This is an optimization exercise on Yosys and OpenROAD, whose aim is small area, not a production implementation.
Function was checked by simulation only, so behaviour that the tests miss may differ from the original.
Power and IR drop assume default switching activity.

==> design/flow/design.v <==
module mips_regfile #(
  parameter int WIDTH = 32,
  parameter int DEPTH = 32
) (
  input  logic             clk,
  input  logic             reset,
  input  logic             reg_write,
  input  logic [4:0]       write_reg,
  input  logic [WIDTH-1:0] write_data,
  input  logic [4:0]       read_reg1,
  input  logic [4:0]       read_reg2,
  output logic [WIDTH-1:0] read_data1,
  output logic [WIDTH-1:0] read_data2
);
  logic [WIDTH-1:0] regs [DEPTH];
  logic wr_live;
  assign wr_live = reg_write && (write_reg != 5'd0) && !reset;
  always_ff @(posedge clk or posedge reset) begin
    if (reset) begin
      for (int i = 0; i < DEPTH; i++) begin
        regs[i] <= '0;
      end
    end else if (wr_live) begin
      regs[write_reg] <= write_data;
    end
  end
  always_comb begin
    read_data1 = '0;
    if (!reset && (read_reg1 != 5'd0)) begin
      read_data1 = regs[read_reg1];
    end
  end
  always_comb begin
    read_data2 = '0;
    if (!reset && (read_reg2 != 5'd0)) begin
      read_data2 = regs[read_reg2];
    end
  end
endmodule
==> design/flow/run.sh <==
#!/bin/bash
# synth_recipe.tcl (not shown) runs the flow's synth.tcl, then flattens the netlist and writes it again
# the make line also repeats each setting of config.mk as NAME=value (left out here)
make -C /OpenROAD-flow-scripts/flow DESIGN_CONFIG=/design/flow/config.mk WORK_HOME=/design/flow/orfs CLKGATE_MAP_FILE= SYNTH_SCRIPT=/design/flow/synth_recipe.tcl finish
==> design/flow/config.mk <==
export PLATFORM = sky130hd
export DESIGN_NAME = mips_regfile
export DESIGN_NICKNAME = mips_regfile
export VERILOG_FILES = /design/flow/design.v
export SDC_FILE = /design/flow/constraint.sdc
export NUM_CORES = 4
export LEC_CHECK = 0
export CAP_MARGIN = 20
export CORE_MARGIN = 2
export CORE_UTILIZATION = 40
export SLEW_MARGIN = 20
==> design/flow/constraint.sdc <==
create_clock -name core_clock -period 10.0 [get_ports {clk}]
set_input_delay 2.0000 -clock core_clock [delete_from_list [all_inputs] [get_ports {clk}]]
set_output_delay 2.0000 -clock core_clock [all_outputs]
set_load 0.01 [all_outputs]
==> metrics list, run 1 <==
- The via count of the first global-routing pass is 41894.
* Die width: 357 µm
- DRC violation count after routing: 0
* Met2 capacity usage during global routing: 53.6%
- Across all setup checks in the final design, the least slack found is 0.822 ns.
* Count of routing violations after the opening detailed-route iteration: 9578
- Leakage: 25.1 nW
* Number of buffers added by the clock tree synthesis step: 111
* Global-route wire length before repair: 343000 µm
* Commonest non-fill, non-tap cells in the layout: sky130_fd_sc_hd__mux2_2, sky130_fd_sc_hd__dfrtp_1, sky130_fd_sc_hd__a22oi_1, sky130_fd_sc_hd__nand2_1, sky130_fd_sc_hd__buf_4
- VDD sags by at most 0.133 mV.
- The register with the most flip-flops in the layout has 992 of them.
- The count of buffers added on input and output ports is 113.
- Post-cts gate resize count: 0
* Most congested layer reported by global routing: met2
* Final WL: 251000 µm
* Critical Path Source: read_reg2[0]
* Register-to-register setup slack: 9.07 ns
* Data required, critical path: 8.00 ns
- Cells with a size suffix above 1 make up 34.0% of the layout.
- After synthesis the netlist holds a flip-flop and latch count of 992.
- Each instance of the synthesized netlist takes up on average 11.8 µm².
* Share of the clock period used by the worst path after layout: 91.8%
* Clock latency reported for the late side of the worst-skew pair: 0.74 ns
* Clk slew on worst S/H paths: 0.06 ns
- Clock tree from TritonCTS: yes
- The root buffer cell chosen for the clock tree is sky130_fd_sc_hd__clkbuf_16.
- The worst hold path belongs to the class reg -> reg.
- After layout, the minimum clock period comes to 9.18 ns.
- Endpoints failing hold: 0
* Number of buffers inserted to repair setup after CTS: 0
* CP Depth: 9
* Status: finished clean
* Crit-path slowest cell: sky130_fd_sc_hd__nor2_1
- The area growth from synthesis to layout is 13.8%.
* Largest net degree at the start of global routing: 156
- Net Count, Synth: 4284
- Synthesized netlist cell count: 4234
- WL per Instance: 42.3 µm
- Post-route design area: 56700 µm²
- Primary FF master, synth: sky130_fd_sc_hd__dfrtp_1
- The floorplan step defined a die boundary enclosing 127000 µm².
* Maximum level of the CTS H-tree: 3
- Ranked by flip-flop count, first place goes to regs.
- Measured in cells, the most critical reg-to-reg path has a length of 1.
* Kind of start point of the critical path: input port
- The endpoint identified for the worst register-to-register timing path is regs[19][26]$_DFFE_PP0P_.
- Placed inst area: 52800 µm²
- Final setup violation count: 0
* Final design utilization: 45.9%
- Setup repair after global routing left no endpoint under its margin.
* Signal arrival time at the worst endpoint: 7.18 ns
- The worst pin sits at a relative slew slack of 12.5%.
- Count of warnings emitted by yosys: 2
- Total standard cell area after synthesis: 49800 µm²
* Part of the Yosys area used for sequential elements: 49.8%
* Global routing usage on met3: 15.3%
* Nature of the critical path endpoint: output port
- Startpoint-to-endpoint class of the critical path: in -> out
- Of all flip-flops after synthesis, the portion carrying an async set or reset was 100%.
- Crit-path leading delay family: buffers and inverters
- In this design, the stage delay of the slowest critical-path cell is 1.10 ns.
- Max-cap violations in this run came to 0.
- Total congestion overflow: 0
- Buffering stage count on the worst path with inverters included: 3
- Post-detailed-route via-to-cell ratio: 7.45
- Summing over every cut layer, the via total after detailed routing is 44255.
- Number of enable flip-flop cells after synthesis: 0
- Clock net sink count: 992
* Routability Congestion: 0.994
- Leading registers by flop count: regs (992)
* Power per Cell Area: 188 nW/µm²
- HPWL after detailed placement: 146000 µm
- Initial antenna violation count: 11
- For this run, the total global-route usage over all layers was measured as 38.5%.
* Transition time of the tightest slew-check pin: 1.31 ns
- Based on the critical path, the design can be clocked at up to 109 MHz.
- Distinct cells, synth: 70
- Crit path capture: read_data2[8]
- Deepest clock path buffer count: 3
* Area of the core region: 124000 µm²
- Detail Route Antenna Nets: 0
- In this run the core area contains 129 standard-cell rows.
- Max-slew violation count: 0
- Walking the worst path, the cells encountered are clkdlybuf4s50_1, nor2_1, and2_2, buf_4, a22oi_1, nand2_1, nor2_1, a31oi_1, clkdlybuf4s50_1.
* # IOs: 114
* Cts-stage hold buffer count: 0
- The final layout contains 4244 nets.
- Die outline height: 357 µm
* Starting utilization of the core area: 40.3%
- The pre-antenna-repair detailed-routing pass consisted of 9 iterations.
- Met1 demand-to-capacity share in global routing: 49.8%
- Of all nets on the critical path, the largest fanout is 21.
- Setup clock skew after layout: 0 ns
- After filler insertion, the fill cell instance count of the layout stands at 11421.
- Worst slack, placed: 1.35 ns
* Source of the worst register-to-register timing path: regs[19][26]$_DFFE_PP0P_
* Accumulated negative setup slack: 0 ns
-- final cells by class --
type	count	area [µm²]	share of cell area (%)
Multi-Input combinational cell	2809	23600	41.5
Clock inverter	46	528	0.931
Timing Repair Buffer	269	2370	4.18
Antenna cell	10	25.0	0.0441
Tap cell	1637	2050	3.61
Inverter	11	67.6	0.119
Clock buffer	163	3320	5.85
Sequential cell	992	24800	43.8
-- cell usage after synthesis (16+ instances only) --
library cell,instances,share of area (%)
sky130_fd_sc_hd__o21ai_0,20,0.20
sky130_fd_sc_hd__nand4_1,104,1.3
sky130_fd_sc_hd__a31oi_1,31,0.39
sky130_fd_sc_hd__buf_2,194,1.9
sky130_fd_sc_hd__a222oi_1,22,0.44
sky130_fd_sc_hd__a221oi_1,20,0.35
sky130_fd_sc_hd__mux2i_1,16,0.32
sky130_fd_sc_hd__a22o_1,35,0.61
sky130_fd_sc_hd__nor2_1,119,0.90
sky130_fd_sc_hd__a21oi_1,68,0.68
sky130_fd_sc_hd__a22oi_1,825,12
sky130_fd_sc_hd__nand2_1,231,1.7
sky130_fd_sc_hd__dfrtp_1,992,50
sky130_fd_sc_hd__nor4_1,18,0.23
sky130_fd_sc_hd__mux2_2,992,22
sky130_fd_sc_hd__buf_4,33,0.50
sky130_fd_sc_hd__buf_1,34,0.26
sky130_fd_sc_hd__and3_1,21,0.26
sky130_fd_sc_hd__clkbuf_1,159,1.2
sky130_fd_sc_hd__nand3_1,49,0.49
sky130_fd_sc_hd__nor3_1,83,0.83
-- routing by layer --
layer / routed length, µm / part of all wire [%] / vias up
met1: 91000 / 36 / 22218
met5: 178 / 0.071 / -
li1: - / - / 16138
met3: 37800 / 15 / 1465
met2: 101000 / 40 / 4412
met4: 20700 / 8.3 / 22
-- report_power, final --
part | switching, mW | total (mW) | leakage (nW) | internal (mW)
clock | 1.80 | 4.35 | 1.89 | 2.55
sequential | 0.574 | 5.12 | 13.2 | 4.55
combinational | 0.626 | 1.19 | 10.0 | 0.560
total | 3.00 | 10.7 | 25.1 | 7.66
-- metrics by stage --
step | hold slack, ns | cells | power (mW)
3_3_place_gp | 0.513 | 5715 | 6.26
6_report | 0.535 | 5937 | 10.7
3_5_place_dp | 0.517 | 5715 | 6.29
4_1_cts | 0.531 | 5924 | 10.6
2_1_floorplan | 0.488 | 4234 | 5.71
5_1_grt | 0.547 | 5928 | 10.9
-- cells by family after synthesis --
group	share of synthesized area (%)
DFF	49.8
AOI/OAI and AO/OA	16.0
and+or+nand+nor	7.39
buffers and inverters	4.03
muxes	22.8
-- worst min path at each step --
| stage | slack, ns | cells past startpoint | to | startpoint |
|---|---|---|---|---|
| final | 0.54 | 1 | regs[8][13]$_DFFE_PP0P_ | regs[8][13]$_DFFE_PP0P_ |
| after global routing | 0.55 | 1 | regs[14][16]$_DFFE_PP0P_ | regs[14][16]$_DFFE_PP0P_ |
| after CTS | 0.53 | 1 | regs[8][13]$_DFFE_PP0P_ | regs[8][13]$_DFFE_PP0P_ |
| after detailed placement | 0.52 | 1 | regs[8][13]$_DFFE_PP0P_ | regs[8][13]$_DFFE_PP0P_ |
| after global placement | 0.51 | 1 | regs[3][3]$_DFFE_PP0P_ | regs[3][3]$_DFFE_PP0P_ |
| after floorplan | 0.49 | 1 | regs[3][11]$_DFFE_PP0P_ | regs[3][11]$_DFFE_PP0P_ |
==> run 2, diff against run 1 <==
==> design/flow/design.v (replaced) <==
module mips_regfile #(
  parameter int WIDTH = 32,
  parameter int DEPTH = 32
) (
  input  logic             clk,
  input  logic             reset,
  input  logic             reg_write,
  input  logic [4:0]       write_reg,
  input  logic [WIDTH-1:0] write_data,
  input  logic [4:0]       read_reg1,
  input  logic [4:0]       read_reg2,
  output logic [WIDTH-1:0] read_data1,
  output logic [WIDTH-1:0] read_data2
);
  logic [DEPTH-1:1][WIDTH-1:0] regs;
  logic [DEPTH-1:1][WIDTH-1:0] regs_d;
  logic [DEPTH-1:1] valid;
  logic [DEPTH-1:1] we, we_n;
  always_comb begin
    for (int i = 1; i < DEPTH; i++) begin
      we[i]   = reg_write && (write_reg == i[4:0]);
      we_n[i] = !we[i];
    end
  end
  always_ff @(posedge clk or posedge reset) begin
    if (reset) begin
      valid <= '0;
    end else begin
      valid <= valid | we;
    end
  end
  for (genvar i = 1; i < DEPTH; i++) begin : g_row
    mips_regfile_hold #(.W(WIDTH)) u_hold (
      .en(we[i]), .en_n(we_n[i]), .wd(write_data), .q(regs[i]), .d(regs_d[i])
    );
  end
  always_ff @(posedge clk) begin
    for (int i = 1; i < DEPTH; i++) begin
      regs[i] <= regs_d[i];
    end
  end
  logic [DEPTH-1:1] sel1, sel2;
  always_comb begin
    for (int i = 1; i < DEPTH; i++) begin
      sel1[i] = (read_reg1 == i[4:0]) && valid[i];
      sel2[i] = (read_reg2 == i[4:0]) && valid[i];
    end
  end
  mips_regfile_rdport #(.W(WIDTH), .N(DEPTH-1)) u_rd1 (.sel(sel1), .regs(regs), .y(read_data1));
  mips_regfile_rdport #(.W(WIDTH), .N(DEPTH-1)) u_rd2 (.sel(sel2), .regs(regs), .y(read_data2));
endmodule
module mips_regfile_hold #(
  parameter int W = 32
) (
  input  logic         en,
  input  logic         en_n,
  input  logic [W-1:0] wd,
  input  logic [W-1:0] q,
  output logic [W-1:0] d
);
  assign d = ({W{en}} & wd) | ({W{en_n}} & q);
endmodule
module mips_regfile_aoi3 #(
  parameter int W = 32
) (
  input  logic         s0, s1, s2,
  input  logic [W-1:0] d0, d1, d2,
  output logic [W-1:0] y
);
  assign y = ~(({W{s0}} & d0) | ({W{s1}} & d1) | ({W{s2}} & d2));
endmodule
module mips_regfile_aoi1 #(
  parameter int W = 32
) (
  input  logic         s,
  input  logic [W-1:0] d,
  output logic [W-1:0] y
);
  assign y = ~({W{s}} & d);
endmodule
module mips_regfile_or11n #(
  parameter int W = 32
) (
  input  logic [10:0][W-1:0] l,
  output logic [W-1:0]       y
);
  assign y = ~(l[0] & l[1] & l[2] & l[3]) | ~(l[4] & l[5] & l[6] & l[7]) | ~(l[8] & l[9] & l[10]);
endmodule
module mips_regfile_rdport #(
  parameter int W = 32,
  parameter int N = 31
) (
  input  logic [N:1]   sel,
  input  logic [N:1][W-1:0] regs,
  output logic [W-1:0]      y
);
  logic [10:0][W-1:0] l;
  for (genvar g = 0; g < 10; g++) begin : g_aoi
    mips_regfile_aoi3 #(.W(W)) u_aoi (
      .s0(sel[3*g+1]), .s1(sel[3*g+2]), .s2(sel[3*g+3]),
      .d0(regs[3*g+1]), .d1(regs[3*g+2]), .d2(regs[3*g+3]), .y(l[g])
    );
  end
  mips_regfile_aoi1 #(.W(W)) u_aoi_last (.s(sel[31]), .d(regs[31]), .y(l[10]));
  mips_regfile_or11n #(.W(W)) u_or (.l(l), .y(y));
endmodule
--- a/design/flow/config.mk
+++ b/design/flow/config.mk
@@ -11 +11,2 @@
 export SLEW_MARGIN = 20
+export SYNTH_HIERARCHICAL = 1
==> metrics list, run 2 <==
* Status: finished clean
* Path depth of the worst reg2reg path: 1
* Count of warnings emitted by yosys: 7
- Number of enable flip-flop cells after synthesis: 0
- The first global-routing pass estimated 269000 µm of wire.
* Kind of start point of the critical path: input port
- The H-tree was split into 3 levels.
- The clock passes through at most 3 buffers.
- Routability Congestion: 0.937
- The register with the most flip-flops in the layout has 992 of them.
* Register-to-register setup slack: 9.25 ns
- Primary FF master, synth: sky130_fd_sc_hd__dfxtp_1
* Leading registers by flop count: regs (992), valid (31)
* Via count of the first global-routing pass: 36767
* Syn avg cell area: 11.9 µm²
* Async set-or-reset flop fraction in the synthesized netlist: 3.03%
* Critical register-to-register path endpoint: valid[17]$_DFF_PP0_
- Data required, critical path: 8.00 ns
- Maximum net fanout on the critical path: 32
* Die outline height: 331 µm
- Registers are responsible for 49.3% of the overall power.
* Commonest non-fill, non-tap cell in the layout: sky130_fd_sc_hd__dfxtp_1
* Area enclosed by the die boundary: 110000 µm²
- The number of hold violations in the final report was 0.
- The worst path uses 77.2% of the clock period.
- Post-detailed-route via-to-cell ratio: 7.83
* Psw: 3.03 mW
* Nature of the critical path endpoint: output port
- Area fraction of the dominant cell type after synthesis: 46.4%
- Biggest area consumer among synthesized cells: sky130_fd_sc_hd__dfxtp_1
- Worst slack, placed: 2.53 ns
- The count of buffers added on input and output ports is 113.
- Gates resized during post-CTS repair numbered 0.
- Final period demand of the worst path: 7.72 ns
- Largest stage delay on the critical path: 1.07 ns
* Ratio of cells with drive above 1 in the final layout: 13.3%
- The number of setup buffers added after CTS is 0.
- In the final routed layout, each cell accounts on average for 38.8 µm.
* Clock net sink count: 1023
- Entering global routing, the biggest net connects 33 pins.
- Combinational logic burns 11.3% of the power.
- Final setup violation count: 0
- The sequential cells in the finished layout cover a total of 20600 µm².
- Total congestion overflow: 0
* Crit-path leading delay family: simple AND/OR/NAND/NOR gates
* Max-slew violation count: 0
* Accumulated negative setup slack: 0 ns
* Net Count, Synth: 3632
- Clock tree synthesis inserted a total of 108 buffers.
- CP Depth: 7
- Area of the core region: 106000 µm²
- Based on the critical path, the design can be clocked at up to 129 MHz.
- Source of the worst hold timing path: valid[22]$_DFF_PP0_
* Cts-stage hold buffer count: 0
- Ranked by total cell area, the synthesized netlist is headed by sky130_fd_sc_hd__dfxtp_1, sky130_fd_sc_hd__a22o_1, sky130_fd_sc_hd__a222oi_1.
* Buffer cell driving the clock tree root: sky130_fd_sc_hd__clkbuf_16
- For this configuration, the core starts out at a cell density of 40.5%.
* Seq cells post-synth: 1023
* Part of the power in the clock network: 39.4%
- MaxCap Viol Count: 0
* All-Layer GR Usage: 33.7%
- Detail Route Antenna Nets: 0
- Transition time of the tightest slew-check pin: 1.34 ns
- The final route contains 39161 vias.
- For this run, design rule violations remaining after detail routing come to 0.
* HPWL after detailed placement: 108000 µm
- Crit-path slowest cell: sky130_fd_sc_hd__and3_2
- The clock reaches the later pin of the worst-skew pair after 0.72 ns.
- The critical path in this run is classified as in -> out.
- Most instantiated cells after synthesis: sky130_fd_sc_hd__dfxtp_1, sky130_fd_sc_hd__a22o_1, sky130_fd_sc_hd__a222oi_1
- The area growth from synthesis to layout is 9.70%.
* Final WL: 194000 µm
* Part of the Yosys area used for sequential elements: 48.2%
* Internal cell power: 8.24 mW
- The netlist uses 35 different library cells.
- Signal arrival time at the worst endpoint: 5.72 ns
* Class of the most critical hold timing path: reg -> reg
* Std-Cell Rows: 119
- Among the stages of the critical path, the cell type that occurs most often is sky130_fd_sc_hd__clkdlybuf4s50_1.
* Setup clock skew after layout: 0 ns
* Max IR drop VDD: 0.119 mV
- Setup repair after global routing left no endpoint under its margin.
- In this run the worst setup path terminates at read_data2[4].
- 114 I/O pins were placed.
- In the final layout, the multi-input gates occupy 18600 µm².
* Switching power share of the total: 26.9%
- Synthesized netlist cell count: 3582
- TritonCTS built the clock tree.
* Source of the worst register-to-register timing path: valid[17]$_DFF_PP0_
* Total standard cell area after synthesis: 42800 µm²
- The layout has 9748 filler cells.
* Count of routing violations after the opening detailed-route iteration: 9791
* PnR worst setup slack: 2.28 ns
- After clock tree synthesis, the clock-pin slew on the worst setup and hold paths is 0.06 ns.
- Power per Cell Area: 240 nW/µm²
- Commonest non-fill, non-tap cells in the layout: sky130_fd_sc_hd__dfxtp_1, sky130_fd_sc_hd__a22o_1, sky130_fd_sc_hd__a222oi_1, sky130_fd_sc_hd__nand4_1, sky130_fd_sc_hd__clkdlybuf4s50_1
- Initial antenna violation count: 5
- Buffering stage count on the worst path with inverters included: 2
- Critical Path Source: read_reg2[2]
* Worst path cell trace: clkdlybuf4s50_1, nor3b_1, and3_2, a222oi_1, nand4_1, or3_1, clkdlybuf4s50_1
- Die width: 331 µm
- For this design the static power due to leakage is 18.9 nW.
- Yosys instantiated no cell more often than sky130_fd_sc_hd__dfxtp_1.
- Nets@finish: 3565
- Iteration count of the initial detailed-routing pass: 15
- Measured against its own limit, the worst slew margin works out to 11.0%.
- Counting flops per register, the top entry is regs.
run 2: power by group through the flow:
stage	Combinational (mW)	Clock [mW]	Sequential, mW
finish	1.27	4.44	5.56
global route	1.35	4.62	5.64
CTS	1.24	4.45	5.52
detailed placement	1.24	0	5.58
global placement	1.20	0	5.58
floorplan	0.834	0	5.42
run 2: cell families (layout without fill, tap and decap cells):
family                 count (synthesis)  count (layout)  share of synthesized area [%]
other                                  0               2                              0
DFF                                 1023            1023                           48.2
and+or+nand+nor                      499             499                           6.56
AOI/OAI and AO/OA                   1663            1663                           36.0
buffers and inverters                397             421                           9.21
run 2: worst min path at each step:
stage / cells past startpoint / slack, ns / to
floorplan: 1 / 0.43 / valid[10]$_DFF_PP0_
global placement: 1 / 0.46 / valid[11]$_DFF_PP0_
detailed placement: 1 / 0.47 / valid[22]$_DFF_PP0_
CTS: 1 / 0.48 / valid[22]$_DFF_PP0_
global route: 1 / 0.49 / valid[11]$_DFF_PP0_
finish: 1 / 0.49 / valid[22]$_DFF_PP0_
run 2: area by class of cell:
cell class | count | area share, %
Multi-Input combinational cell | 2162 | 39.7
Timing Repair Buffer | 219 | 4.23
Clock buffer | 148 | 6.68
Tap cell | 1391 | 3.71
Inverter | 1 | 0.00800
Clock inverter | 53 | 1.70
Antenna cell | 2 | 0.0107
Sequential cell | 1023 | 44.0
run 2: metal layers:
layer | GRT usage, % | part of all wire, %
met1 | 43.8 | 37
met2 | 47.0 | 40
met3 | 12.5 | 16
met4 | 20.4 | 6.7
met5 | 0.174 | 0.025
run 2: metrics by stage:
step / std cells / utilization [%] / area, µm² / hold WS [ns] / power [mW]
2_1_floorplan: 3582 / - / 42800 / 0.433 / 6.26
3_3_place_gp: 4792 / 40.6 / 42900 / 0.461 / 6.78
3_5_place_dp: 4794 / 40.6 / 42900 / 0.467 / 6.82
4_1_cts: 4995 / 44.3 / 46900 / 0.481 / 11.2
5_1_grt: 4997 / 44.4 / 46900 / 0.494 / 11.6
6_report: 4999 / 44.4 / 46900 / 0.485 / 11.3
==> run 3, diff against run 2 <==
--- a/design/flow/design.v
+++ b/design/flow/design.v
@@ -18,2 +18,4 @@
   logic [DEPTH-1:1] we, we_n;
+  logic             p;
+  logic [WIDTH-1:0] wx;
   always_comb begin
@@ -31,5 +33,13 @@
   end
+  always_ff @(posedge clk or posedge reset) begin
+    if (reset) begin
+      p <= 1'b0;
+    end else begin
+      p <= !p;
+    end
+  end
+  assign wx = write_data ^ {WIDTH{p}};
   for (genvar i = 1; i < DEPTH; i++) begin : g_row
     mips_regfile_hold #(.W(WIDTH)) u_hold (
-      .en(we[i]), .en_n(we_n[i]), .wd(write_data), .q(regs[i]), .d(regs_d[i])
+      .en(we[i]), .en_n(we_n[i]), .x(wx), .q(regs[i]), .d(regs_d[i])
     );
@@ -48,4 +58,7 @@
   end
-  mips_regfile_rdport #(.W(WIDTH), .N(DEPTH-1)) u_rd1 (.sel(sel1), .regs(regs), .y(read_data1));
-  mips_regfile_rdport #(.W(WIDTH), .N(DEPTH-1)) u_rd2 (.sel(sel2), .regs(regs), .y(read_data2));
+  logic pp1, pp2;
+  assign pp1 = p && (|sel1);
+  assign pp2 = p && (|sel2);
+  mips_regfile_rdport #(.W(WIDTH), .N(DEPTH-1)) u_rd1 (.sel(sel1), .pp(pp1), .regs(regs), .y(read_data1));
+  mips_regfile_rdport #(.W(WIDTH), .N(DEPTH-1)) u_rd2 (.sel(sel2), .pp(pp2), .regs(regs), .y(read_data2));
 endmodule
@@ -56,3 +69,3 @@
   input  logic         en_n,
-  input  logic [W-1:0] wd,
+  input  logic [W-1:0] x,
   input  logic [W-1:0] q,
@@ -60,3 +73,3 @@
 );
-  assign d = ({W{en}} & wd) | ({W{en_n}} & q);
+  assign d = ~(({W{en_n}} | x) & ({W{en}} | q));
 endmodule
@@ -80,3 +93,3 @@
 endmodule
-module mips_regfile_or11n #(
+module mips_regfile_nand11 #(
   parameter int W = 32
@@ -84,5 +97,24 @@
   input  logic [10:0][W-1:0] l,
-  output logic [W-1:0]       y
+  output logic [2:0][W-1:0]  h
 );
-  assign y = ~(l[0] & l[1] & l[2] & l[3]) | ~(l[4] & l[5] & l[6] & l[7]) | ~(l[8] & l[9] & l[10]);
+  assign h[0] = ~(l[0] & l[1] & l[2] & l[3]);
+  assign h[1] = ~(l[4] & l[5] & l[6] & l[7]);
+  assign h[2] = ~(l[8] & l[9] & l[10]);
+endmodule
+module mips_regfile_nor3 #(
+  parameter int W = 32
+) (
+  input  logic [2:0][W-1:0] h,
+  output logic [W-1:0]      n
+);
+  assign n = h[0] | h[1] | h[2];
+endmodule
+module mips_regfile_xnor #(
+  parameter int W = 32
+) (
+  input  logic [W-1:0] n,
+  input  logic         pp,
+  output logic [W-1:0] y
+);
+  assign y = n ^ {W{pp}};
 endmodule
@@ -93,2 +125,3 @@
   input  logic [N:1]   sel,
+  input  logic         pp,
   input  logic [N:1][W-1:0] regs,
@@ -104,3 +137,7 @@
   mips_regfile_aoi1 #(.W(W)) u_aoi_last (.s(sel[31]), .d(regs[31]), .y(l[10]));
-  mips_regfile_or11n #(.W(W)) u_or (.l(l), .y(y));
+  logic [2:0][W-1:0] h;
+  logic [W-1:0]      n;
+  mips_regfile_nand11 #(.W(W)) u_nand (.l(l), .h(h));
+  mips_regfile_nor3   #(.W(W)) u_nor  (.h(h), .n(n));
+  mips_regfile_xnor   #(.W(W)) u_xnor (.n(n), .pp(pp), .y(y));
 endmodule
==> metrics list, run 3 <==
- Largest net degree at the start of global routing: 35
- The worst setup path is captured at an output port.
- Adding up every negative setup slack in the final design gives 0 ns.
- The tightest min-delay check is of the reg -> reg type.
- Leading registers by flop count: regs (992), valid (31), p (1)
* Max-slew violation count: 0
- Clock net sink count: 1024
- All-Layer GR Usage: 33.1%
- In this run, CTS created clock tree buffers numbering 104.
* Critical register-to-register path endpoint: regs[693]$_DFF_P_
- The tool flagged a number of max-cap violations equal to 0.
* Global-route wire length before repair: 258000 µm
- Max reg flops: 992
- The initial antenna violation count was 5.
- Nets@finish: 3741
- Derived from the worst setup path, the maximum achievable clock frequency is 118 MHz.
- Die width: 324 µm
* Syn avg cell area: 11.0 µm²
* Post-detailed-route via-to-cell ratio: 7.61
- Ranking of synthesized cells by area: sky130_fd_sc_hd__dfxtp_1, sky130_fd_sc_hd__a222oi_1, sky130_fd_sc_hd__o22ai_1
- Die outline height: 324 µm
- Psw: 3.36 mW
* Setup clock skew after layout: 0.0175 ns
- Data required, critical path: 8.00 ns
- Leakage: 16.9 nW
- Gate power share: 14.6%
- Async set-or-reset flop fraction in the synthesized netlist: 3.13%
- Row generation in the floorplan step produced 117 rows.
- The critical path runs through a total of 9 cells.
- regs holds more flip-flops than any other register.
* Area fraction of the dominant cell type after synthesis: 48.5%
- Number of enable flip-flop cells after synthesis: 0
- Routability Congestion: 0.996
- In this run the post-CTS setup repair buffer count came out at 0.
- Once detail routing completed, the nets flagged for antenna violations numbered 0.
- In the layout the commonest cells are sky130_fd_sc_hd__o22ai_1, sky130_fd_sc_hd__dfxtp_1, sky130_fd_sc_hd__a222oi_1, sky130_fd_sc_hd__buf_4, sky130_fd_sc_hd__nand4_1.
- Post-cts gate resize count: 0
- The critical path contains buffers and inverters numbering 3 combined.
- The core region is 102000 µm².
* Area delta synth->final: 10.5%
- Setup repair after global routing left no endpoint under its margin.
- Headroom to the max-slew limit came out at 16.0%.
* Iteration count of the initial detailed-routing pass: 15
- Maximum level of the CTS H-tree: 3
- After detailed routing, the number of remaining DRC violations is 0.
- The startpoint identified for the worst hold timing path is regs[542]$_DFF_P_.
- Biggest area consumer among synthesized cells: sky130_fd_sc_hd__dfxtp_1
* Final setup violation count: 0
- Path depth of the worst reg2reg path: 4
- Maximum net fanout on the critical path: 33
- The number of hold violations in the final report came to 0.
- The signal on the critical path passes through clkdlybuf4s50_1, nor2b_1, and3_2, nor4_2, nand3_1, o41a_2, buf_4, xor2_1, clkdlybuf4s50_1.
- Net Count, Synth: 3782
- Port buffer count: 113
* Most instantiated cells after synthesis: sky130_fd_sc_hd__dfxtp_1, sky130_fd_sc_hd__o22ai_1, sky130_fd_sc_hd__a222oi_1
* Cts-stage hold buffer count: 0
* Crit-path slowest cell: sky130_fd_sc_hd__and3_2
- The worst path in the final design needs a cycle of 8.47 ns, including I/O delays and setup.
- 114 I/O pins were placed.
* Register-to-register setup slack: 7.57 ns
- Total standard cell area after synthesis: 40900 µm²
* Hold Path Cell Cnt: 1
- Clock latency reported for the late side of the worst-skew pair: 0.70 ns
- Overall power of the completed layout: 11.6 mW
- Source of the worst register-to-register timing path: p$_DFF_PP0_
* Via count of the routed design: 39183
- The clock network accounts for 34.9% of the total power.
- The via count of the first global-routing pass is 36034.
- Primary FF master, synth: sky130_fd_sc_hd__dfxtp_1
* Kind of start point of the critical path: input port
* Area enclosed by the die boundary: 105000 µm²
- Count of routing violations after the opening detailed-route iteration: 10534
* Ratio of cells with drive above 1 in the final layout: 11.3%
- On the critical path the largest part of the delay comes from simple AND/OR/NAND/NOR gates.
- Internal cell power: 8.24 mW
- For the pin with the worst max-slew slack, the measured transition is 1.26 ns.
* Starting utilization of the core area: 40.3%
* Buffer cell driving the clock tree root: sky130_fd_sc_hd__clkbuf_16
- Synthesized netlist cell count: 3732
* Part of the Yosys area used for sequential elements: 50.5%
* Count of warnings emitted by yosys: 7
- After clock tree synthesis, the clock-pin slew on the worst setup and hold paths is 0.06 ns.
- The worst-case IR drop observed on VDD is 0.146 mV.
* Clock tree from TritonCTS: yes
* Startpoint-to-endpoint class of the critical path: in -> out
- Deepest clock path buffer count: 3
- The final critical path takes up 84.7% of the cycle.
- By instance count, the cell type seen most on the critical path is sky130_fd_sc_hd__clkdlybuf4s50_1.
- The synthesized design contains 1024 register bits.
- Largest stage delay on the critical path: 1.09 ns
- HPWL after detailed placement: 108000 µm
- The routed design has 182000 µm of wire.
* Signal arrival time at the worst endpoint: 6.47 ns
- The number of different library cells used by synthesis comes to 47.
- For hold timing, the worst endpoint is regs[542]$_DFF_P_.
* Status: finished clean
- Global routing finished with a remaining overflow of 0.
- In this run the power density over the cells is 257 nW/µm².
* WL per Instance: 35.3 µm
- Net switching is 29.0% of the power.
* Sequential cell fraction of total power: 50.5%
[run 3: cell count changes in the layout (fill, tap and decap cells not counted), sizes merged, moves of 16 or more]
cell | previous run | this run
a22o | 992 | 7
nor2 | 35 | 19
o22ai | 0 | 992
buf | 107 | 141
xor2 | 0 | 96
nand2b | 2 | 30
inv | 9 | 35
a21o | 31 | 0
[run 3: stage by stage]
step                std cells  util [%]  hold WS, ns  area [µm²]  worst slack [ns]
detailed placement       4953      41.0        0.441       41700              1.72
global placement         4953      41.0        0.432       41700              1.83
CTS                      5141      44.5        0.457       45200              1.72
floorplan                3732         -        0.423       40900              4.14
global route             5141      44.5        0.469       45200              1.49
finish                   5146      44.5        0.461       45200              1.53
[run 3: power groups by stage]
stage	Combinational [mW]	Sequential [mW]	Clock, mW
final	1.69	5.86	4.05
after global routing	1.78	5.97	4.23
after CTS	1.65	5.81	4.06
after detailed placement	1.65	5.87	0
after global placement	1.59	5.87	0
after floorplan	1.01	5.70	0
[run 3: per-layer routing]
layer | vias to the layer above | share of wire (%) | track usage [%]
met5 | - | 0.017 | 0
met4 | 6 | 6.9 | 20.4
met3 | 635 | 15 | 9.72
met2 | 3580 | 41 | 46.9
met1 | 18920 | 38 | 44.1
li1 | 16042 | - | -
[run 3: cell families (layout without fill, tap and decap cells)]
logic type / Yosys count / after routing / share of synthesized area [%]
buffers and inverters: 434 / 475 / 8.99
flip-flops: 1024 / 1024 / 50.5
other: 0 / 5 / 0
XOR/XNOR: 96 / 96 / 2.06
multiplexers: 6 / 6 / 0.156
AND/OR/NAND/NOR: 519 / 519 / 7.05
AO/OA/AOI/OAI: 1653 / 1653 / 31.2
[run 3: how the worst max path moves through the flow]
| stage | to | slack [ns] | startpoint |
|---|---|---|---|
| after floorplan | read_data1[10] | 4.14 | read_reg1[1] |
| after global placement | read_data1[9] | 1.83 | read_reg1[2] |
| after detailed placement | read_data2[0] | 1.72 | read_reg2[1] |
| after CTS | read_data2[0] | 1.72 | read_reg2[1] |
| after global routing | read_data1[24] | 1.49 | read_reg1[2] |
| final | read_data2[0] | 1.53 | read_reg2[1] |
[run 3: area by class of cell]
cell class	instances	area, µm²
Antenna cell	5	12.5
Clock buffer	149	3010
Clock inverter	39	514
Fill cell	9676	56400
Inverter	33	124
Multi-Input combinational cell	2274	17000
Sequential cell	1024	20700
Tap cell	1368	1710
Timing Repair Buffer	254	2190
==> run 4, diff against run 3 <==
--- a/design/flow/config.mk
+++ b/design/flow/config.mk
@@ -9,3 +9,6 @@
 export CORE_MARGIN = 2
-export CORE_UTILIZATION = 40
+export CORE_UTILIZATION = 70
+export CTS_BUF_LIST = sky130_fd_sc_hd__clkbuf_16
+export CTS_CLUSTER_DIAMETER = 80
+export CTS_CLUSTER_SIZE = 24
 export SLEW_MARGIN = 20
==> metrics list, run 4 <==
- Primary FF master, synth: sky130_fd_sc_hd__dfxtp_1
- The synthesized netlist occupies a cell area of 40900 µm².
* Buffer cell driving the clock tree root: sky130_fd_sc_hd__clkbuf_16
- Including well taps, the total number of placed cells is 4373.
- Summed over all layers, the global routing overflow is 0.
- During I/O placement, the number of pins put on the boundary was 114.
- Final Instance Count excl. Fillers: 4452
- The final number of max-transition violations came to 0.
- Routability Congestion: 1.04
* WL per Instance: 40.2 µm
- MaxCap Viol Count: 0
- In this run the tightest slew margin relative to its limit is 3.86%.
- Synthesis inferred 1024 register bits.
* Via count of the routed design: 41640
- Number of enable flip-flop cells after synthesis: 0
- Class of the most critical hold timing path: reg -> reg
- By area the synthesized netlist is led by sky130_fd_sc_hd__dfxtp_1, sky130_fd_sc_hd__a222oi_1, sky130_fd_sc_hd__o22ai_1.
* Most flops, register: regs
- DRC violation count after routing: 0
- The largest registers in the layout are regs (992), valid (31), p (1).
- For this design the static power due to leakage is 15.9 nW.
- In this run the critical register-to-register path is launched from p$_DFF_PP0_.
- The Yosys step of the flow raised 7 warnings.
- Of all flip-flops after synthesis, the portion carrying an async set or reset was 3.13%.
- Data arrives at the worst endpoint at 6.66 ns.
- Setup violations remaining at the end of the flow were counted as 0.
- Critical Path Source: read_reg1[2]
- Wires add up to 179000 µm.
- Counting instances in the post-synthesis netlist gives the leading cell types as sky130_fd_sc_hd__dfxtp_1, sky130_fd_sc_hd__o22ai_1, sky130_fd_sc_hd__a222oi_1.
- Layout filler cell count: 4137
- Summing all flip-flop and latch instances after layout gives 20700 µm².
- After synthesis, the largest area contributor takes up 48.5% of total cell area.
- In this run the worst path has a maximum fanout of 21.
* Part of the Yosys area used for sequential elements: 50.5%
- Detailed placement ended at an HPWL of 105000 µm.
- Transition time of the tightest slew-check pin: 1.44 ns
- The initial antenna violation count is 29.
- Die width: 246 µm
- The first global-routing pass estimated 254000 µm of wire.
* Nets@finish: 3710
- The first routing iteration left 13012 violations.
- Status: finished clean
- Maximum operating frequency: 115 MHz
- The tree built by TritonCTS fans out to 1024 sinks.
* Distinct cells, synth: 47
- Startpoint-to-endpoint class of the critical path: in -> out
* Via count of the first global-routing pass: 38781
* Setup clock skew after layout: 0.0377 ns
* Nature of the critical path endpoint: output port
* Hold Path Cell Cnt: 1
- Combined area of the multi-input logic cells: 16900 µm²
- The startpoint identified for the worst hold timing path is regs[382]$_DFF_P_.
- Area of the core region: 57700 µm²
* Final period demand of the worst path: 8.66 ns
- Largest net degree at the start of global routing: 35
* Area delta synth->final: 3.64%
* Number of buffers inserted to repair setup after CTS: 0
* Post-detailed-route via-to-cell ratio: 9.35
- In this run the power density over the cells is 234 nW/µm².
- The H-tree was split into 2 levels.
* Commonest non-fill, non-tap cells in the layout: sky130_fd_sc_hd__o22ai_1, sky130_fd_sc_hd__dfxtp_1, sky130_fd_sc_hd__a222oi_1, sky130_fd_sc_hd__buf_4, sky130_fd_sc_hd__nand4_1
- Detail Route Antenna Nets: 0
- The worst register-to-register path has a depth of 4.
* Die outline height: 246 µm
* Cts-stage hold buffer count: 0
- Clock tree from TritonCTS: yes
* RSZ-0062 raised after global routing: no
* Synthesized netlist cell count: 3732
* Area enclosed by the die boundary: 60400 µm²
* Endpoints failing hold: 0
* Clock latency reported for the late side of the worst-skew pair: 0.69 ns
* Biggest area consumer among synthesized cells: sky130_fd_sc_hd__dfxtp_1
- Clock-pin slew was measured on the worst setup and hold paths at 0.09 ns.
- Starting utilization of the core area: 70.9%
- STA puts the critical path data required time at 8.00 ns.
* All-Layer GR Usage: 56.3%
* Syn avg cell area: 11.0 µm²
- The clock passes through at most 3 buffers.
- Max IR drop VDD: 0.203 mV
- Iteration count of the initial detailed-routing pass: 22
* Critical register-to-register path endpoint: regs[986]$_DFF_P_
- After layout, the worst setup slack is 1.34 ns.
- Register-to-register setup slack: 7.05 ns
* Post-cts gate resize count: 0
- After layout, the worst path uses 86.6% of the clock period.
- Adding up every negative setup slack in the final design gives 0 ns.
- Port buffer count: 113
* Kind of start point of the critical path: input port
* Net Count, Synth: 3782
* Std-Cell Rows: 88
- Number of buffers added by the clock tree synthesis step: 49
- Max reg flops: 992
* Ratio of cells with drive above 1 in the final layout: 7.54%
* Hold Crit Endpoint: regs[382]$_DFF_P_
* Worst slack, placed: 1.62 ns
-- run 4: cell counts after synthesis --
Identical to the previous run, type by type.
-- run 4: power by group --
group	internal (mW)	total, mW	switching [mW]
clock network	0.948	2.30	1.35
logic	0.805	1.71	0.909
registers	5.07	5.89	0.820
total	6.83	9.91	3.08
-- run 4: logic make-up (layout without fill, tap and decap cells) --
kind of cell    Yosys count  count (layout)  synth area share (%)
other cells               0              15                     0
xor+xnor                 96              96                  2.06
compound gates         1653            1653                  31.2
simple gates            519             519                  7.05
flops                  1024            1024                  50.5
buf+inv                 434             374                  8.99
mux                       6               6                 0.156
-- run 4: through the flow --
step / area [µm²] / hold WS [ns] / power [mW] / utilization (%)
after floorplan: 40900 / 0.423 / 6.71 / -
after global placement: 41000 / 0.430 / 7.36 / 71.0
after detailed placement: 41000 / 0.443 / 7.51 / 71.0
after CTS: 42300 / 0.464 / 9.68 / 73.4
after global routing: 42400 / 0.475 / 10.1 / 73.4
final: 42400 / 0.469 / 9.91 / 73.5
-- run 4: metal layers --
metal	vias up	wire, µm	global-route usage (%)
li1	15882	-	-
met1	19212	55700	67.1
met2	5082	67600	74.8
met3	1448	36700	30.2
met4	16	18800	43.9
met5	-	151	2.70
-- run 4: worst max-delay path by stage --
stage / to / slack [ns] / depth (start not counted)
after global routing: read_data1[25] / 1.45 / 10
after CTS: read_data1[25] / 1.60 / 10
after detailed placement: read_data1[25] / 1.62 / 10
after global placement: read_data1[25] / 1.70 / 10
after floorplan: read_data1[10] / 4.14 / 9
final: read_data1[25] / 1.34 / 9
-- run 4: cell type report --
cell class,instances,share of cell area (%)
Clock inverter,12,0.227
Multi-Input combinational cell,2274,39.8
Inverter,33,0.292
Clock buffer,51,3.01
Sequential cell,1024,48.7
Timing Repair Buffer,278,5.61
Antenna cell,15,0.0885
Tap cell,765,2.26
-- run 4: critical path: stages --
cell,delay (ns)
sky130_fd_sc_hd__clkdlybuf4s50_1,0.89
sky130_fd_sc_hd__nor3b_1,0.46
sky130_fd_sc_hd__and3_1,1.20
sky130_fd_sc_hd__buf_4,0.42
sky130_fd_sc_hd__a222oi_1,0.14
sky130_fd_sc_hd__nand4_1,0.35
sky130_fd_sc_hd__or3_1,0.22
sky130_fd_sc_hd__xor2_1,0.34
sky130_fd_sc_hd__clkdlybuf4s50_1,0.61
==> run 5, diff against run 4 <==
==> design/flow/flow/run.sh (new file) <==
#!/bin/bash
set -euo pipefail
B=sky130_fd_sc_hd__clkbuf_16
bash standard.sh \
  "BUFFER_PORTS_ARGS=-buffer_cell sky130_fd_sc_hd__buf_1" \
  "CTS_ARGS=-sink_clustering_enable -repair_clock_nets -buf_list $B -sink_clustering_size 24 -sink_clustering_max_diameter 80 -dont_use_dummy_load" \
  finish > standard.log 2>&1
==> design/flow/standard.sh (new file) <==
#!/bin/bash
# synth_recipe.tcl (not shown) runs the flow's synth.tcl, then flattens the netlist and writes it again
# the make line also repeats each setting of config.mk as NAME=value (left out here)
make -C /OpenROAD-flow-scripts/flow DESIGN_CONFIG=/design/flow/config.mk WORK_HOME=/design/flow/orfs CLKGATE_MAP_FILE= SYNTH_SCRIPT=/design/flow/synth_recipe.tcl "${@:-finish}"
--- a/design/flow/config.mk
+++ b/design/flow/config.mk
@@ -10,5 +10,2 @@
 export CORE_UTILIZATION = 70
-export CTS_BUF_LIST = sky130_fd_sc_hd__clkbuf_16
-export CTS_CLUSTER_DIAMETER = 80
-export CTS_CLUSTER_SIZE = 24
 export SLEW_MARGIN = 20
removed: design/flow/run.sh
==> metrics list, run 5 <==
* Port buffer count: 113
* Max IR drop VDD: 0.205 mV
- Most instantiated cells after synthesis: sky130_fd_sc_hd__dfxtp_1, sky130_fd_sc_hd__o22ai_1, sky130_fd_sc_hd__a222oi_1
* Deepest clock path buffer count: 3
- Detail Route Antenna Nets: 0
- Iteration count of the initial detailed-routing pass: 23
- After detailed routing, the total wire length is 182000 µm.
- Leaving out filler cells and counting taps, the final layout contains 4444.
- Placed inst area: 40200 µm²
- Initial antenna violation count: 37
- Async set-or-reset flop fraction in the synthesized netlist: 3.13%
- Crit-path slowest cell: sky130_fd_sc_hd__and3_1
* Power per Cell Area: 232 nW/µm²
* Via count of the first global-routing pass: 39968
- Buffering stage count on the worst path with inverters included: 3
- Of all cell types, the one taking the most synthesized area is sky130_fd_sc_hd__dfxtp_1.
- Clock tree synthesis found a total of 1024 sinks.
- Routability-driven placement finished with a final weighted congestion of 1.02.
- Die width: 246 µm
* Synthesized netlist cell count: 3732
- The cell area that synthesis handed to floorplanning was 40900 µm².
- Max reg flops: 992
* Leading registers by flop count: regs (992), valid (31), p (1)
- Setup repair after global routing left no endpoint under its margin.
- Die outline height: 246 µm
* # IOs: 114
- Kind of start point of the critical path: input port
- Clk slew on worst S/H paths: 0.09 ns
- Std-Cell Rows: 88
* Worst path cell trace: buf_1, nor2b_1, and3_1, buf_4, a222oi_1, nand4_1, or3_1, xor2_1, buf_1
- The library cells used most frequently in the layout, excluding fill and tap cells, are sky130_fd_sc_hd__o22ai_1, sky130_fd_sc_hd__dfxtp_1, sky130_fd_sc_hd__a222oi_1, sky130_fd_sc_hd__buf_4, sky130_fd_sc_hd__nand4_1.
- Post-synthesis compound-gate area fraction: 31.2%
* Nets@finish: 3705
- After synthesis, the largest family of logic cells by area is compound AO/OA/AOI/OAI gates.
* Distinct cells, synth: 47
* Count of warnings emitted by yosys: 7
- Clock tree from TritonCTS: yes
- The number of clock buffers added by TritonCTS is 50.
* Seq cells post-synth: 1024
- Xor and xnor area share after synthesis: 2.06%
* Maximum operating frequency: 124 MHz
- By instance count, the cell type seen most on the critical path is sky130_fd_sc_hd__buf_1.
- Number of enable flip-flop cells after synthesis: 0
* Max-slew violation count: 0
* Max Used Layer: met5
* Syn avg cell area: 11.0 µm²
* Clock latency reported for the late side of the worst-skew pair: 0.68 ns
- Share of the clock period used by the worst path after layout: 80.8%
- The number of nets in the synthesized netlist is 3782.
- Sequential elements use 50.5% of the synthesized area.
- In this run, post-CTS repair resized a total of 0 instances.
- Multiplexer share of the synthesized area: 0.156%
- Among all flip-flop cells after synthesis, the most frequent one is sky130_fd_sc_hd__dfxtp_1.
* Number of buffers inserted to repair setup after CTS: 0
- Setup violations remaining at the end of the flow were counted as 0.
- In this run the static leakage power is 15.5 nW.
* Length of routed wiring on met1: 57800 µm
- Cts-stage hold buffer count: 0
- Setup clock skew after layout: 0.0377 ns
- After Yosys synthesis, and, or, nand and nor cells account for 7.05% of the synthesized area.
- Placed Instances: 4367
- The first global-routing pass estimated 258000 µm of wire.
- Status: finished clean
- The tool flagged a number of max-cap violations equal to 0.
- The H-tree generated during clock tree synthesis spans 2 levels.
- Once the floorplan was initialized, standard cells occupied 70.9% of the core.
* Signal arrival time at the worst endpoint: 6.08 ns
* Area fraction of the dominant cell type after synthesis: 48.5%
- The total overflow left after global routing is 0.
- Detailed routing placed a total of 36900 µm of wire on met3.
- Largest net degree at the start of global routing: 35
* Accumulated negative setup slack: 0 ns
* Class of the most critical hold timing path: reg -> reg
* Post-route design area: 41600 µm²
* Area enclosed by the die boundary: 60400 µm²
* Adder-cell area share of the yosys netlist: 0%
* Maximum net fanout on the critical path: 18
- DRC violation count after routing: 0
- Cells with a size suffix above 1 make up 7.28% of the layout.
- In the post-synthesis netlist, the biggest area contributors are sky130_fd_sc_hd__dfxtp_1, sky130_fd_sc_hd__a222oi_1, sky130_fd_sc_hd__o22ai_1.
- The detailed router finished its first iteration with 13973 violations.
- Nature of the critical path endpoint: output port
- At the pin with the least slew margin, the transition time is 1.26 ns.
- The critical path is of the in -> out type.
- Post-detailed-route via-to-cell ratio: 9.43
- Data required, critical path: 8.00 ns
- After detailed routing, the average wire length per cell comes to 40.8 µm.
- Crit-path leading delay family: simple AND/OR/NAND/NOR gates
* Most flops, register: regs
- From synthesis to final layout, the design area changed by 1.67%.
- Summed over all nets, wire length on met2 after detailed routing comes to 68200 µm.
- Global routing consumed, over all layers together, 57.2% of the routing resources.
* Via count of the routed design: 41912
* Largest stage delay on the critical path: 1.09 ns
* Area of the core region: 57700 µm²
- Endpoints failing hold: 0
- Buffer cell driving the clock tree root: sky130_fd_sc_hd__clkbuf_16
- Slew margin rel.: 16.1%
- Counting I/O delays and the setup requirement, the final critical path takes 8.08 ns.
* HPWL after detailed placement: 103000 µm
-- run 5: kinds of logic after synthesis --
| group | Yosys count |
|---|---|
| mux | 6 |
| simple gates | 519 |
| compound gates | 1653 |
| xor+xnor | 96 |
| buf+inv | 434 |
| flops | 1024 |
-- run 5: final timing paths --
path	start	end	depth (start not counted)	slack (ns)
worst max-delay path	read_reg1[1]	read_data1[5]	9	1.92
worst min-delay path	regs[990]$_DFF_P_	regs[990]$_DFF_P_	1	0.47
worst max register to register	p$_DFF_PP0_	regs[575]$_DFF_P_	4	7.43
worst min register to register	regs[990]$_DFF_P_	regs[990]$_DFF_P_	1	0.47
max in group asynchronous	reset	p$_DFF_PP0_	3	8.19
min in group asynchronous	reset	valid[15]$_DFF_PP0_	3	1.41
-- run 5: worst reg2reg max path: stages, from the launching register on --
cell and delay (ns):
sky130_fd_sc_hd__dfrtp_4 0.66, sky130_fd_sc_hd__buf_4 0.79, sky130_fd_sc_hd__xor2_4 0.61, sky130_fd_sc_hd__buf_16 0.26
sky130_fd_sc_hd__o22ai_1 0.13
-- run 5: area by class of cell --
type,instances,area (µm²)
Antenna cell,26,65.1
Clock buffer,50,1250
Fill cell,4150,16100
Inverter,33,124
Multi-Input combinational cell,2274,16900
Sequential cell,1024,20700
Tap cell,765,957
Timing Repair Buffer,272,1650
-- run 5: metal layers --
layer  track usage (%)  vias up
met5              1.47        -
met4              44.5       26
met3              31.1     1504
met2              74.8     5048
met1              69.1    19492
li1                  -    15842
-- run 5: where the power goes --
group	switching [mW]	internal (mW)
clock	1.32	0.893
combinational	0.920	0.631
sequential	0.827	5.07
total	3.06	6.60
-- run 5: through the flow --
stage / setup WS (ns) / utilization, % / hold slack, ns / power [mW]
floorplan: 4.14 / - / 0.423 / 6.71
global placement: 2.23 / 69.7 / 0.431 / 7.18
detailed placement: 2.45 / 69.7 / 0.443 / 7.35
CTS: 2.44 / 71.9 / 0.464 / 9.43
global route: 2.10 / 72.0 / 0.482 / 9.88
finish: 1.92 / 72.1 / 0.468 / 9.66
==> run 6, diff against run 5 <==
--- a/design/flow/config.mk
+++ b/design/flow/config.mk
@@ -9,3 +9,3 @@
 export CORE_MARGIN = 2
-export CORE_UTILIZATION = 70
+export CORE_UTILIZATION = 45
 export SLEW_MARGIN = 20
==> metrics list, run 6 <==
* Clock net sink count: 1024
- Layout filler cell count: 8455
* Sequential cell area: 20700 µm²
- Adding up every negative setup slack in the final design gives 0 ns.
* Share of the clock period used by the worst path after layout: 80.5%
- The H-tree was split into 2 levels.
- Via count of the first global-routing pass: 35333
- Number of enable flip-flop cells after synthesis: 0
- Commonest non-fill, non-tap cells in the layout: sky130_fd_sc_hd__o22ai_1, sky130_fd_sc_hd__dfxtp_1, sky130_fd_sc_hd__a222oi_1, sky130_fd_sc_hd__nand4_1, sky130_fd_sc_hd__buf_4
- All-Layer GR Usage: 35.9%
- Path depth of the worst reg2reg path: 3
* Nature of the critical path endpoint: output port
* Signal arrival time at the worst endpoint: 6.05 ns
* Largest stage delay on the critical path: 0.99 ns
* Area fraction of the dominant cell type after synthesis: 48.5%
- TritonCTS created 51 clock buffers.
- Summing all multi-input logic gate instances after layout gives 17100 µm².
* Net Count, Synth: 3782
* Total congestion overflow: 0
* Die width: 306 µm
- The startpoint identified for the worst register-to-register timing path is p$_DFF_PP0_.
- Critical register-to-register path endpoint: regs[159]$_DFF_P_
- In this run the vertical extent of the chip is 306 µm.
* Part of the Yosys area used for sequential elements: 50.5%
* Source of the worst hold timing path: regs[990]$_DFF_P_
- Detailed routing inserted a total of 38376 vias.
- The first detailed-routing pass ran for 14 iterations.
* Count of routing violations after the opening detailed-route iteration: 9321
- The tree is rooted in a sky130_fd_sc_hd__clkbuf_16.
- Maximum net fanout on the critical path: 33
- The initial antenna violation count is 14.
- Of the cells placed in the final design, the portion with a size suffix greater than 1 is 8.16%.
* Fin Hold WS: 0.467 ns
* Final setup violation count: 0
- Endpoints failing hold: 0
- The die covers 93300 µm².
- Most flops, register: regs
* PnR worst setup slack: 1.95 ns
- Seq cells post-synth: 1024
- Port buffering added 113 buffers.
- Number of buffers inserted to repair setup after CTS: 0
- Counting flops with an async set or reset pin after synthesis yields a share of 3.13%.
* # IOs: 114
- At the pin with the least slew margin, the transition time is 1.29 ns.
- Global-route wire length before repair: 251000 µm
* Area delta synth->final: 2.60%
* Post-detailed-route via-to-cell ratio: 8.00
- Data required, critical path: 8.00 ns
- Clock latency reported for the late side of the worst-skew pair: 0.66 ns
- Slew margin rel.: 14.1%
- Class of the most critical hold timing path: reg -> reg
- Routability Congestion: 1.01
* Clock tree from TritonCTS: yes
* Max reg flops: 992
* Kind of start point of the critical path: input port
- Counting instances, the worst hold path has a depth of 1.
* Ranking of synthesized cells by area: sky130_fd_sc_hd__dfxtp_1, sky130_fd_sc_hd__a222oi_1, sky130_fd_sc_hd__o22ai_1
- Starting utilization of the core area: 45.4%
- Summed over all layers, the routed wires come to 177000 µm.
* Nets@finish: 3669
- Max IR drop VDD: 0.107 mV
- The setup path with the least slack is of type in -> out.
- The worst path in the final design needs a cycle of 8.05 ns, including I/O delays and setup.
* Buffering stage count on the worst path with inverters included: 3
- Post-CTS repair changed the size of 0 cells.
- Total standard cell area after synthesis: 40900 µm²
* Deepest clock path buffer count: 3
- After detailed routing, the average wire length per cell comes to 36.9 µm.
- Clk slew on worst S/H paths: 0.09 ns
- Std-Cell Rows: 110
- Maximum operating frequency: 124 MHz
- The critical path goes through buf_1, nor2b_1, and3_2, nor4_1, nor4b_2, a41oi_4, buf_4, xor2_1, buf_1.
* Syn avg cell area: 11.0 µm²
- Synthesized netlist cell count: 3732
- Distinct cells, synth: 47
- Worst slack, placed: 2.07 ns
- The clock arrives with 0.0188 ns of skew.
- The run finished with no timing, DRC or antenna violations.
- Power per Cell Area: 228 nW/µm²
- The largest total area in the synthesized netlist belongs to sky130_fd_sc_hd__dfxtp_1.
- Area of the core region: 90000 µm²
- Register-to-register setup slack: 7.10 ns
- In the synthesized netlist, the cells that appear most often are sky130_fd_sc_hd__dfxtp_1, sky130_fd_sc_hd__o22ai_1, sky130_fd_sc_hd__a222oi_1.
* Leakage: 15.4 nW
- Count of warnings emitted by yosys: 7
- Setup repair after global routing left no endpoint under its margin.
- Detailed placement ended at an HPWL of 103000 µm.
- Max-cap violations in this run came to 0.
- The final number of max-transition violations came to 0.
* DRC violation count after routing: 0
- The cell that appears most often on the critical path is sky130_fd_sc_hd__buf_1.
* Primary FF master, synth: sky130_fd_sc_hd__dfxtp_1
- After clock tree synthesis, the flow added hold-fix buffers numbering 0.
* Hold Crit Endpoint: regs[990]$_DFF_P_
* Crit-path slowest cell: sky130_fd_sc_hd__and3_2
- The cell family contributing the most delay on the critical path is simple AND/OR/NAND/NOR gates.
* Largest net degree at the start of global routing: 35
* Leading registers by flop count: regs (992), valid (31), p (1)
- The count of nets left with antenna violations once routing finished came out at 0.
-- run 6: changes by cell type in the layout (fill, tap and decap cells not counted), moves of 7 or more --
cell and delta:
sky130_fd_sc_hd__and3_1 -43, sky130_fd_sc_hd__nand2_1 -23, sky130_fd_sc_hd__xor2_4 +7, sky130_fd_sc_hd__and3_2 +43, sky130_fd_sc_hd__diode_2 -20, sky130_fd_sc_hd__nand2_2 +23
sky130_fd_sc_hd__xor2_2 -7, sky130_fd_sc_hd__buf_4 -35
-- run 6: layout make-up --
type	count	share of cell area [%]
well taps	1176	3.51
flip-flops and latches	1024	49.2
inverters	33	0.295
repair buffers	235	3.19
diodes	6	0.0358
multi-input cells	2274	40.7
clock buffers	51	3.04
-- run 6: logic make-up after synthesis --
family	Yosys count	share of synthesized area, %
AOI/OAI and AO/OA	1653	31.2
and+or+nand+nor	519	7.05
DFF	1024	50.5
muxes	6	0.156
buffers and inverters	434	8.99
xor gates and xnor gates	96	2.06
-- run 6: through the flow --
step,utilization (%),cells,total power [mW],area [µm²]
finish,46.6,4799,9.57,42000
CTS,46.6,4793,9.47,42000
global route,46.6,4793,9.91,42000
detailed placement,45.2,4742,7.30,40700
global placement,45.2,4742,7.24,40700
floorplan,-,3732,6.71,40900
-- run 6: how the worst max path moves through the flow --
stage,cells after the start,slack (ns),endpoint,startpoint
6_report,9,1.95,read_data1[0],read_reg1[0]
5_1_grt,9,1.92,read_data1[0],read_reg1[0]
4_1_cts,9,2.07,read_data1[0],read_reg1[0]
3_5_place_dp,9,2.07,read_data1[0],read_reg1[0]
3_3_place_gp,9,2.18,read_data1[0],read_reg1[0]
2_1_floorplan,9,4.14,read_data1[10],read_reg1[1]
-- run 6: power breakdown --
group	switching, mW	leakage [nW]	internal (mW)
Combinational	0.863	5.87	0.626
Clock	1.33	0.629	0.910
Sequential	0.762	8.88	5.07
-- run 6: per-layer routing --
metal  up-vias  GRT usage (%)  routed length [µm]
met5         -          0.207                  94
met2      3384           51.0               72100
met1     18598           47.8               66200
met3       581           11.2               26400
met4        16           20.8               12300
li1      15797              -                   -
==> run 7, diff against run 6 <==
--- a/design/flow/flow/run.sh
+++ b/design/flow/flow/run.sh
@@ -6,2 +6,3 @@
   "CTS_ARGS=-sink_clustering_enable -repair_clock_nets -buf_list $B -sink_clustering_size 24 -sink_clustering_max_diameter 80 -dont_use_dummy_load" \
+  "RECOVER_POWER=100" \
   finish > standard.log 2>&1
==> metrics list, run 7 <==
- Nature of the critical path endpoint: output port
- The synthesized netlist contains 47 unique library cells.
- On the critical path the largest part of the delay comes from simple AND/OR/NAND/NOR gates.
* PnR worst setup slack: 0.967 ns
- Starting utilization of the core area: 45.4%
- For the final routed database, the setup TNS stands at 0 ns.
- In the routed design, unresolved DRC markers number 0.
- In the global route stage, overall resource usage came out at 35.9%.
- Initial antenna violation count: 14
* Sequential cell fraction of total power: 61.0%
- Hold Path Cell Cnt: 1
- In this run the layout check failures are capacitance limit, slew limit.
- The synthesized design devotes to its leading area cell type 48.5% of total area.
- # IOs: 114
* MaxCap Viol Count: 52
* WL per Instance: 36.9 µm
* Async set-or-reset flop fraction in the synthesized netlist: 3.13%
- Internal cell power: 6.61 mW
- Yosys mapped a number of flops with a built-in enable equal to 0.
- Of all cell types, the one taking the most synthesized area is sky130_fd_sc_hd__dfxtp_1.
- The routed design uses 72400 µm of met2 wire.
- Counting flops and latches in the post-synthesis netlist gives 1024.
- The area growth from synthesis to layout is 1.87%.
- Part of the power in the clock network: 23.5%
- HPWL after detailed placement: 103000 µm
- Post-detailed-route via-to-cell ratio: 8.00
- The slowest stage of the critical path is the sky130_fd_sc_hd__and3_1 cell.
- Detailed routing placed a total of 26900 µm of wire on met3.
* Via count of the first global-routing pass: 35333
* Maximum net fanout on the critical path: 33
* Worst path cell trace: clkbuf_1, nor3b_1, and3_1, nor2_1, nand3_1, o41a_2, clkbuf_1, xor2_1, buf_1
- Maximum operating frequency: 111 MHz
- Count of routing violations after the opening detailed-route iteration: 8970
- Ranked by flip-flop count, first place goes to regs.
* Slew margin rel.: -128%
- Class of the most critical hold timing path: reg -> reg
* Iteration count of the initial detailed-routing pass: 14
- Entering global routing, the biggest net connects 35 pins.
* Max Used Layer: met5
- In the final layout, the share of cells above drive strength 1 is 6.25%.
- Post-cts gate resize count: 0
- Syn avg cell area: 11.0 µm²
* Status: complete, but fails checks
- Startpoint-to-endpoint class of the critical path: in -> out
* Clock tree from TritonCTS: yes
- For the pin with the worst max-slew slack, the measured transition is 3.41 ns.
- Area of the core region: 90000 µm²
- Across the VDD grid, the largest voltage drop is 0.107 mV.
- The share of the Yosys chip area taken by registers is 50.5%.
- STA puts the critical path data arrival time at 7.03 ns.
* Area enclosed by the die boundary: 93300 µm²
- Clock net sink count: 1024
* Share of the clock period used by the worst path after layout: 90.3%
- The register with the most flip-flops in the layout has 992 of them.
- Die width: 306 µm
* Number of buffers inserted to repair setup after CTS: 0
* Clk slew on worst S/H paths: 0.09 ns
- Data required, critical path: 8.00 ns
- Counting stages on the worst path, the most repeated cell is sky130_fd_sc_hd__clkbuf_1.
- Commonest non-fill, non-tap cells in the layout: sky130_fd_sc_hd__o22ai_1, sky130_fd_sc_hd__dfxtp_1, sky130_fd_sc_hd__a222oi_1, sky130_fd_sc_hd__nand4_1, sky130_fd_sc_hd__buf_1
* Gate power share: 15.5%
- Detail Route Antenna Nets: 0
- The H-tree was split into 2 levels.
- The worst register-to-register path begins at p$_DFF_PP0_.
- Final WL: 177000 µm
- The number of cells on the worst reg-to-reg path is 3.
- The count of buffers added on input and output ports is 113.
- Once layout is complete, the utilization of the core stands at 46.3%.
- The first global-routing pass estimated 251000 µm of wire.
- In this run the power density over the cells is 230 nW/µm².
- The number of buffers and inverters on the critical path is 3.
* Buffer cell driving the clock tree root: sky130_fd_sc_hd__clkbuf_16
- After detailed routing, the wire length on met1 is 65500 µm.
- Leading registers by flop count: regs (992), valid (31), p (1)
- The mapped netlist covers 40900 µm².
* Psw: 2.96 mW
* Total congestion overflow: 0
- Leakage: 15.2 nW
* Final period demand of the worst path: 9.03 ns
- At the later pin of the worst-skew pair, clock insertion delay measures 0.66 ns.
- Kind of start point of the critical path: input port
- Deepest clock path buffer count: 3
- Endpoints failing hold: 0
- Worst slack, placed: 2.07 ns
- Source of the worst hold timing path: regs[766]$_DFF_P_
- Std-Cell Rows: 110
- Number of buffers added by the clock tree synthesis step: 51
* Final setup violation count: 0
- After synthesis, the cell types taking the most area are sky130_fd_sc_hd__dfxtp_1, sky130_fd_sc_hd__a222oi_1, sky130_fd_sc_hd__o22ai_1.
- The number of nets handed over by synthesis was 3782.
* Switching power share of the total: 30.9%
- At the end of routability-driven placement, the weighted congestion stood at 1.01.
- During synthesis, Yosys emitted a total of 7 warnings.
* Nets@finish: 3669
- Across the routed clock network, the largest skew measured is 0.0200 ns.
- Setup repair after global routing left no endpoint under its margin.
- Via count of the routed design: 38402
* Primary FF master, synth: sky130_fd_sc_hd__dfxtp_1
- Counting every instance in the synthesized netlist gives 3732.
* Largest stage delay on the critical path: 1.56 ns
- Hold is met by 0.465 ns.
- The final number of max-transition violations is 1618.
- After layout, the design draws a total of 9.57 mW.
* Critical register-to-register path endpoint: regs[159]$_DFF_P_
- Most instantiated cells after synthesis: sky130_fd_sc_hd__dfxtp_1, sky130_fd_sc_hd__o22ai_1, sky130_fd_sc_hd__a222oi_1
- Cts-stage hold buffer count: 0
- From bottom edge to top edge, the die measures 306 µm.
* Register-to-register setup slack: 5.02 ns
* Hold Crit Endpoint: regs[766]$_DFF_P_
[run 7: changes by cell type in the layout (fill, tap and decap cells not counted), sizes merged]
cell and change:
clkbuf +63, buf -63
[run 7: worst max-delay path by stage]
stage | from | to | depth (start not counted)
after floorplan | read_reg1[1] | read_data1[10] | 9
after global placement | read_reg1[0] | read_data1[0] | 9
after detailed placement | read_reg1[0] | read_data1[0] | 9
after CTS | read_reg1[0] | read_data1[0] | 9
after global routing | read_reg2[4] | read_data2[0] | 9
final | read_reg2[4] | read_data2[0] | 9
[run 7: logic make-up after synthesis]
group,share of synthesized area (%)
AO/OA/AOI/OAI,31.2
XOR/XNOR,2.06
buffers and inverters,8.99
flip-flops,50.5
multiplexers,0.156
AND/OR/NAND/NOR,7.05
[run 7: per-layer routing]
layer  up-vias  global-route usage [%]
met3       572                    11.2
met1     18582                    47.8
li1      15784                       -
met4        18                    20.8
met5         -                   0.207
met2      3446                    51.0
[run 7: area by class of cell]
cell class	count	area, µm²
inverter	33	124
multi-input combinational	2274	17000
tap	1176	1470
timing repair buffer	235	1120
fill	8536	48300
clock buffer	51	1280
sequential	1024	20700
antenna	6	15.0
[run 7: power groups by stage]
stage	registers, mW	clock network, mW	logic (mW)
3_3_place_gp	5.86	0	1.38
4_1_cts	5.79	2.24	1.44
6_report	5.84	2.25	1.49
3_5_place_dp	5.86	0	1.44
5_1_grt	5.95	2.39	1.57
2_1_floorplan	5.70	0	1.01
[run 7: stage by stage]
step | cells | instance area (µm²)
finish | 4799 | 41700
global route | 4793 | 41700
CTS | 4793 | 42000
detailed placement | 4742 | 40700
global placement | 4742 | 40700
floorplan | 3732 | 40900

-- what the ideal ports hide --
The flow's constraints put no driver on any port. The routed layouts listed below were extracted and timed again, unchanged, in two steps.
Step 1: set_driving_cell puts a clkbuf_16 on clk and a buf_2 on each other input, an assumption about the parent block.
Step 2 times the ports against the registers' clock, not the clock port: input delays grow and output delays shrink by t, the midpoint of the rising clock arrivals with the driver on.
Slacks: no drivers / after step 1 / after step 2; pairs: no drivers / after step 1.
run | shift t [ns] | slack for setup (ns) | worst register clock-pin slew, ns | worst data-port slew with drivers (ns) | cell pins on the clock port's net
run 1 | 0.799 | 0.822 / 0.743 / 0.743 | 0.07 / 0.07 | 0.17 | 1
run 2 | 0.780 | 2.278 / 2.249 / 2.249 | 0.07 / 0.07 | 0.06 | 1
run 3 | 0.757 | 1.532 / 1.498 / 1.498 | 0.07 / 0.07 | 0.10 | 1
run 4 | 0.737 | 1.341 / 1.293 / 1.293 | 0.11 / 0.11 | 0.18 | 1
run 5 | 0.713 | 1.917 / 1.758 / 1.758 | 0.10 / 0.10 | 0.16 | 1
run 6 | 0.707 | 1.951 / 1.909 / 1.909 | 0.11 / 0.11 | 0.26 | 1
run 7 | 0.710 | 0.967 / 0.939 / 0.939 | 0.10 / 0.10 | 0.25 | 1
The setup slack of run 5, which loses most, moves by -0.159 ns with the drivers and by -0.159 ns with both steps.
